This design comes from an exercise in tuning for small area, a short achievable clock period and few clock cycles on the open sky130 flow, not from production work.
In this exercise RTL edits were held to simulation tests only and were not proved equivalent to the original.
Power and IR drop assume default switching activity.

## log_record_deframer_core
module log_record_deframer_core #(
    parameter int unsigned QDEPTH = 2
) (
    input  logic                          i_clk,
    input  logic                          i_rst_n,
    input  logic                          i_cfg_wr_en,
    input  logic [lrd_pkg::CFG_IDX_W-1:0] i_cfg_index,
    input  logic [31:0]                   i_cfg_wr_data,
    input  logic                          i_valid,
    output logic                          o_stall,
    input  logic                          i_func,
    input  logic [7:0]                    i_log_byte,
    output logic                          o_valid,
    input  logic                          i_stall,
    output logic [2:0]                    o_kind,
    output logic [7:0]                    o_payload_byte,
    output logic [63:0]                   o_sequence_res,
    output logic                          o_tombstone,
    output logic [31:0]                   o_key_length,
    output logic [31:0]                   o_value_length,
    output logic                          o_last
);
export LEC_CHECK = 0
export CAP_MARGIN = 20
export CORE_MARGIN = 2
export CORE_UTILIZATION = 40
export CTS_CLUSTER_DIAMETER = 100
export CTS_CLUSTER_SIZE = 25
export SLEW_MARGIN = 20
create_clock -name core_clock -period 10.0 [get_ports {i_clk}]
standard.sh (not shown) runs the stock make flow with config.mk's settings and CLKGATE_MAP_FILE= SYNTH_SCRIPT=/design/flow/synth_recipe.tcl, a recipe that flattens the netlist after the stock synthesis.
==> flow/flow/run.sh <==
#!/bin/bash
# Standard layout with two changes: the port buffers are the smallest buffer cell
# (buf_1) instead of the default pick, and repair_timing aims for more setup slack than
# the flow settings allow. Every input and output port still gets its own buffer; the
# clock period and constraints are the standard flow's.
set -euo pipefail
export BUFFER_PORTS_ARGS="-buffer_cell sky130_fd_sc_hd__buf_1"
export SETUP_SLACK_MARGIN=5.5
bash standard.sh > standard_flow.log 2>&1
Testbench counts at the start, summed over its fixed seeds: cycles 22,746.
Edit:
--- a/flow/flow/run.sh
+++ b/flow/flow/run.sh
@@ -6,4 +6,4 @@
 set -euo pipefail
 export BUFFER_PORTS_ARGS="-buffer_cell sky130_fd_sc_hd__buf_1"
-export SETUP_SLACK_MARGIN=5.5
+export SETUP_SLACK_MARGIN=6.0
 bash standard.sh > standard_flow.log 2>&1
Final area grows by 2.7%. Worst setup slack improved by 0.17 ns. Die area is unchanged. Total power is higher by 9.0%. Synthesized cell count does not change.

* * *

== build 80 ==
log_record_deframer_core, a different RTL version from the one above (not shown whole).
Size: roughly 1800 cells after synthesis, about 370 flip-flops, ~190 I/O pins, ~0.019 sq mm of cells after synthesis.
export LEC_CHECK = 0
export CAP_MARGIN = 20
export CORE_MARGIN = 2
export CORE_UTILIZATION = 60
export CTS_CLUSTER_DIAMETER = 100
export CTS_CLUSTER_SIZE = 25
export SLEW_MARGIN = 20
create_clock -name core_clock -period 10.0 [get_ports {i_clk}]
==> flow/flow/run.sh <==
#!/bin/bash
# Standard layout with two changes: the port buffers are the smallest buffer cell
# (buf_1) instead of the default pick, and repair_timing aims for more setup slack than
# the flow settings allow. Every input and output port still gets its own buffer; the
# clock period and constraints are the standard flow's.
set -euo pipefail
export BUFFER_PORTS_ARGS="-buffer_cell sky130_fd_sc_hd__buf_1"
export SETUP_SLACK_MARGIN=6.5
bash standard.sh > standard_flow.log 2>&1
Build 80 finished all stages; the layout is clean.
Testbench counts of build 80, summed over its fixed seeds: cycles 22,746.
Input changes introduced in build 43 (baseline for comparison: build 80):
- an added SETUP_SLACK_MARGIN of 5
- a change of CORE_UTILIZATION from 60 to 40
==> flow/flow/run.sh <==
#!/bin/bash
# Standard layout, but the port buffers are the smallest buffer cell (buf_1) instead of
# the default pick; every input and output port still gets its own buffer.
set -euo pipefail
export BUFFER_PORTS_ARGS="-buffer_cell sky130_fd_sc_hd__buf_1"
bash standard.sh > standard_flow.log 2>&1
==> run notes <==
In the flow results for build 80 and build 43, the relative contribution of combinational cells to total power is larger on build 80.
Comparing build 80 against build 43, there is no change at all in final setup violation count.
[compare] base=build 80 new=build 43: maximum clock skew at final layout increased 9.6 ps, synthesized area stayed essentially flat, clock transition at the registers of the reported paths did not really move.
Against build 80, the final cell area of build 43 is lower.
Between build 43 and build 80, it is build 43 whose number of stages on the worst setup path is lower, by 1.
Compare build 80 and build 43 | final worst-path cycle share higher: build 43
Compared with build 80, build 43 shows die outline area that has gone up by more than a quarter.
Build 43 vs build 80, core utilization went down by 26 points.
Re number of buffers and inverters on the critical path: no difference whatsoever between build 80 and build 43.
Input-level comparison between build 44 and build 43:
- a deleted SETUP_SLACK_MARGIN that had been 5
==> flow/flow/run.sh <==
#!/bin/bash
# Standard layout with two changes: the port buffers are the smallest buffer cell
# (buf_1) instead of the default pick, and repair_timing aims for more setup slack than
# the flow settings allow. Every input and output port still gets its own buffer; the
# clock period and constraints are the standard flow's.
set -euo pipefail
export BUFFER_PORTS_ARGS="-buffer_cell sky130_fd_sc_hd__buf_1"
export SETUP_SLACK_MARGIN=6.0
bash standard.sh > standard_flow.log 2>&1
## What came out
Build 44 reached the final stage; the timing, design-rule and antenna checks on its layout passed. Looking at standby leakage power across both flows, build 44 is the weaker of the two, with build 43 ahead. Delta (build 44 minus build 43): routed wire length now sits higher, design area went up, fmax moved up. Biggest cell delay along the critical path of build 44 is on par with build 43. Power per cell area (build 44 / build 43): 1.18. Build 44 vs. build 43: worst setup slack +460 ps, global-route usage has increased.
Relative to build 44, the following input files were edited for build 47:
diff --git a/flow/flow/run.sh b/flow/flow/run.sh
--- a/flow/flow/run.sh
+++ b/flow/flow/run.sh
@@ -7,3 +7,3 @@
 export BUFFER_PORTS_ARGS="-buffer_cell sky130_fd_sc_hd__buf_1"
-export SETUP_SLACK_MARGIN=6.0
+export SETUP_SLACK_MARGIN=6.5
 bash standard.sh > standard_flow.log 2>&1
[summary]
- The pin count of the biggest net entering global routing in build 47 sits 33 above the value recorded for build 44.
- Cell area | build 47 vs build 44 | build 47 larger
- Between build 44 and build 47, the final non-filler cell total does not differ in any meaningful way.
- Looking at critical path startpoint, the r_in_byte[6] result is from build 47; the r_in_byte[5] one comes from build 44.
- [compare] base=build 44 new=build 47: worst-skew pair later-pin latency fell by 20 ps, global-route wire length before repair rose by 2.3%, wire length rose by about 1.3%, setup slack fell by 110 ps, combinational fraction of design power rose by 0.4 points.
- For total cell area at the placement stage, build 44 and build 47 come out practically identical.
- ~same routed via count in build 44 and build 47
- Build 47 packs its core tighter than build 44.

* * *

log_record_deframer_core, a different RTL version from the one above (not shown whole).
Size: about 2100 cells after synthesis, about 370 flip-flops, roughly 190 I/O pins, about 20000 sq um of cells after synthesis.
export LEC_CHECK = 0
export ABC_AREA = 1
export CAP_MARGIN = 20
export CORE_MARGIN = 2
export CORE_UTILIZATION = 40
export CTS_CLUSTER_DIAMETER = 100
export CTS_CLUSTER_SIZE = 25
export SLEW_MARGIN = 20
create_clock -name core_clock -period 10.0 [get_ports {i_clk}]
==> flow/flow/run.sh <==
#!/bin/bash
# Standard layout with two changes: the port buffers are the smallest buffer cell
# (buf_1) instead of the default pick, and repair_timing aims for more setup slack than
# the flow settings allow. Every input and output port still gets its own buffer; the
# clock period and constraints are the standard flow's.
set -euo pipefail
export BUFFER_PORTS_ARGS="-buffer_cell sky130_fd_sc_hd__buf_1"
export SETUP_SLACK_MARGIN=5.5
bash standard.sh > standard_flow.log 2>&1
Testbench counts at the start, summed over its fixed seeds: cycles 22,746.
Rerun with:
--- a/flow/flow/run.sh
+++ b/flow/flow/run.sh
@@ -7,3 +7,3 @@
 export BUFFER_PORTS_ARGS="-buffer_cell sky130_fd_sc_hd__buf_1"
-export SETUP_SLACK_MARGIN=5.5
+export SETUP_SLACK_MARGIN=6.0
 bash standard.sh > standard_flow.log 2>&1
--- a/flow/config.mk
+++ b/flow/config.mk
@@ -7,3 +7,2 @@
 export LEC_CHECK = 0
-export ABC_AREA = 1
 export CAP_MARGIN = 20
@@ -13,2 +12,3 @@
 export CTS_CLUSTER_SIZE = 25
+export GPL_ROUTABILITY_DRIVEN = 0
 export SLEW_MARGIN = 20
Effect: The changed run ran to the end with no violations. Area after synthesis drops by 2.1%. Final cell count drops by 11%. Sequential cell count is unchanged. Non-clock buffer count climbs by 49. Wire length drops by 2.1%. Cell area climbs by 1.4%. Critical path depth drops by 2. Register-to-register slack improves by 0.11 ns. Combinational power climbs to 2.5 times its value.
Rerun with:
--- a/flow/flow/run.sh
+++ b/flow/flow/run.sh
@@ -7,3 +7,3 @@
 export BUFFER_PORTS_ARGS="-buffer_cell sky130_fd_sc_hd__buf_1"
-export SETUP_SLACK_MARGIN=6.0
+export SETUP_SLACK_MARGIN=5.8
 bash standard.sh > standard_flow.log 2>&1
--- a/flow/config.mk
+++ b/flow/config.mk
@@ -7,2 +7,3 @@
 export LEC_CHECK = 0
+export ABC_AREA = 1
 export CAP_MARGIN = 20
@@ -12,3 +13,2 @@
 export CTS_CLUSTER_SIZE = 25
-export GPL_ROUTABILITY_DRIVEN = 0
 export SLEW_MARGIN = 20
Result: Synthesized area grows by 2.1%. Non-clock buffer count falls by 46. Worst setup slack is better by 0.12 ns. Total power went down by 31%. Clock power climbs by 8.7%. Cell area is lower by 0.99%. Combinational power came out lower by 59%. Worst hold slack gets worse by 0.0046 ns.
Rerun with:
--- a/flow/flow/run.sh
+++ b/flow/flow/run.sh
@@ -7,3 +7,3 @@
 export BUFFER_PORTS_ARGS="-buffer_cell sky130_fd_sc_hd__buf_1"
-export SETUP_SLACK_MARGIN=5.8
+export SETUP_SLACK_MARGIN=6.5
 bash standard.sh > standard_flow.log 2>&1
Outcome:
- register-to-register slack improves by 0.13 ns
- final area came out higher by 6.7%
- clock power came out higher by 2.6%
- routed wire length came out higher by 5.7%
- sequential cell count does not change
- clock-buffer cell count came out higher by 2
- die area is unchanged
- core utilization came out higher by 3.0 points

* * *

== run E ==
RTL: one of the versions met above, not the one the previous note started from.
Size: ~1800 cells after synthesis, roughly 370 flip-flops, about 19000 sq um of cells after synthesis.
Settings: LEC_CHECK=0, CAP_MARGIN=20, CORE_MARGIN=2, CORE_UTILIZATION=40, CTS_CLUSTER_DIAMETER=100, CTS_CLUSTER_SIZE=25, SLEW_MARGIN=20; clock period 10.0 ns.
==> flow/flow/run.sh <==
#!/bin/bash
# Standard layout with two changes: the port buffers are the smallest buffer cell
# (buf_1) instead of the default pick, and repair_timing aims for more setup slack than
# the flow settings allow. Every input and output port still gets its own buffer; the
# clock period and constraints are the standard flow's.
set -euo pipefail
export BUFFER_PORTS_ARGS="-buffer_cell sky130_fd_sc_hd__buf_1"
export SETUP_SLACK_MARGIN=7.0
bash standard.sh > standard_flow.log 2>&1
Run E finished end to end and its layout was clean on timing, DRC and antenna.
Testbench counts of run E, summed over its fixed seeds: cycles 22,746.
[inputs] run C vs run E
Settings: SETUP_SLACK_MARGIN newly set to 5; CTS_CLUSTER_DIAMETER changed from 100 to 60; CTS_CLUSTER_SIZE changed from 25 to 30.
==> flow/flow/run.sh <==
#!/bin/bash
# Standard layout, but the port buffers are the smallest buffer cell (buf_1) instead of
# the default pick; every input and output port still gets its own buffer.
set -euo pipefail
export BUFFER_PORTS_ARGS="-buffer_cell sky130_fd_sc_hd__buf_1"
bash standard.sh > standard_flow.log 2>&1
When the final numbers for run E and run C were put side by side, the post-synthesis to final-layout area growth turned out to be greater in run E. Compared with run E, in run C final estimated routing congestion in global placement up 0.34%; final area down about 10%; fraction of standard cell area that is sequential up 4.2 points.

* * *

log_record_deframer_core with an RTL version that a note above also has.
For scale: roughly 1800 cells after synthesis, about 370 flip-flops, ~190 I/O pins, roughly 20000 um^2 of cells after synthesis.
// log_record_deframer_core
module log_record_deframer_core #(
    parameter int unsigned QDEPTH = 2
) (
    input  logic                          i_clk,
    input  logic                          i_rst_n,
    input  logic                          i_cfg_wr_en,
    input  logic [lrd_pkg::CFG_IDX_W-1:0] i_cfg_index,
    input  logic [31:0]                   i_cfg_wr_data,
    input  logic                          i_valid,
    output logic                          o_stall,
    input  logic                          i_func,
    input  logic [7:0]                    i_log_byte,
    output logic                          o_valid,
    input  logic                          i_stall,
    output logic [2:0]                    o_kind,
    output logic [7:0]                    o_payload_byte,
    output logic [63:0]                   o_sequence_res,
    output logic                          o_tombstone,
    output logic [31:0]                   o_key_length,
    output logic [31:0]                   o_value_length,
    output logic                          o_last
);
==> flow/config.mk <==
export PLATFORM = sky130hd
export DESIGN_NAME = log_record_deframer_core
export DESIGN_NICKNAME = log_record_deframer_core
export VERILOG_FILES = /design/flow/design.v
export SDC_FILE = /design/flow/constraint.sdc
export NUM_CORES = 4
export LEC_CHECK = 0
export CAP_MARGIN = 20
export CORE_MARGIN = 2
export CORE_UTILIZATION = 40
export CTS_CLUSTER_DIAMETER = 100
export CTS_CLUSTER_SIZE = 25
export SLEW_MARGIN = 20
==> flow/constraint.sdc <==
create_clock -name core_clock -period 10.0 [get_ports {i_clk}]
set_input_delay 2.0000 -clock core_clock [delete_from_list [all_inputs] [get_ports {i_clk}]]
set_output_delay 2.0000 -clock core_clock [all_outputs]
set_load 0.01 [all_outputs]
==> flow/flow/run.sh <==
#!/bin/bash
# Standard layout with two changes: the port buffers are the smallest buffer cell
# (buf_1) instead of the default pick, and repair_timing aims for more setup slack than
# the flow settings allow. Every input and output port still gets its own buffer; the
# clock period and constraints are the standard flow's.
set -euo pipefail
export BUFFER_PORTS_ARGS="-buffer_cell sky130_fd_sc_hd__buf_1"
export SETUP_SLACK_MARGIN=6.3
bash standard.sh > standard_flow.log 2>&1
Testbench counts at the start, summed over its fixed seeds: cycles 22,746.
Next try:
--- a/flow/flow/run.sh
+++ b/flow/flow/run.sh
@@ -6,4 +6,4 @@
 set -euo pipefail
 export BUFFER_PORTS_ARGS="-buffer_cell sky130_fd_sc_hd__buf_1"
-export SETUP_SLACK_MARGIN=6.3
+export SETUP_SLACK_MARGIN=6.0
 bash standard.sh > standard_flow.log 2>&1
Effect: The changed run produced a clean layout. Worst hold slack stays flat. Power shrinks by 4.2%. Critical path depth shrinks by 1. Sequential share of layout area grows by 0.14 points.

## re-timing with driven ports
The flow's constraints put no driver on any port. The routed layouts listed below were extracted and timed again, unchanged, in two steps. Step 1: set_driving_cell puts a clkbuf_16 on i_clk and a buf_2 on each other input, an assumption about the parent block. Step 2 moves the port delays by t, midway between the first and last clock arrival at a register: inputs arrive t later, outputs are due t later. That takes back most of the time a late clock gives input paths. a / b / c = ideal ports / drivers / drivers and shift; a / b = the first two.
| run | shift t [ns] | setup slack, ns | clock arrival spread, ns | worst slew at a driven data input, ns |
|---|---|---|---|---|
| the first run of note 1 | 0.605 | 5.599 / 5.599 / 5.599 | 0.027 / 0.027 | 0.06 |
| the second run of note 1 | 0.601 | 5.769 / 5.769 / 5.769 | 0.037 / 0.037 | 0.06 |
| build 80 | 0.583 | 5.390 / 5.390 / 5.390 | 0.021 / 0.020 | 0.07 |
| build 43 | 0.609 | 5.207 / 5.207 / 5.207 | 0.031 / 0.031 | 0.06 |
| build 44 | 0.622 | 5.667 / 5.667 / 5.667 | 0.034 / 0.034 | 0.06 |
| build 47 | 0.603 | 5.560 / 5.560 / 5.560 | 0.031 / 0.031 | 0.06 |
| the first run of note 3 | 0.601 | 5.789 / 5.789 / 5.789 | 0.025 / 0.024 | 0.09 |
| the second run of note 3 | 0.601 | 5.900 / 5.900 / 5.900 | 0.018 / 0.018 | 0.12 |
| the third run of note 3 | 0.602 | 6.024 / 6.024 / 5.960 | 0.026 / 0.026 | 0.09 |
| the fourth run of note 3 | 0.611 | 6.156 / 6.156 / 6.055 | 0.032 / 0.031 | 0.09 |
| run E | 0.597 | 5.675 / 5.675 / 5.675 | 0.031 / 0.031 | 0.05 |
| run C | 0.646 | 5.176 / 5.176 / 5.176 | 0.036 / 0.036 | 0.05 |
| the first run of note 5 | 0.599 | 5.910 / 5.910 / 5.910 | 0.037 / 0.037 | 0.08 |
| the second run of note 5 | 0.604 | 5.914 / 5.914 / 5.908 | 0.038 / 0.038 | 0.12 |
After both steps every run listed still meets setup and hold. For the fourth run of note 3, which loses most, drivers alone change the setup slack by 0.000 ns; drivers and shift together by -0.101 ns.
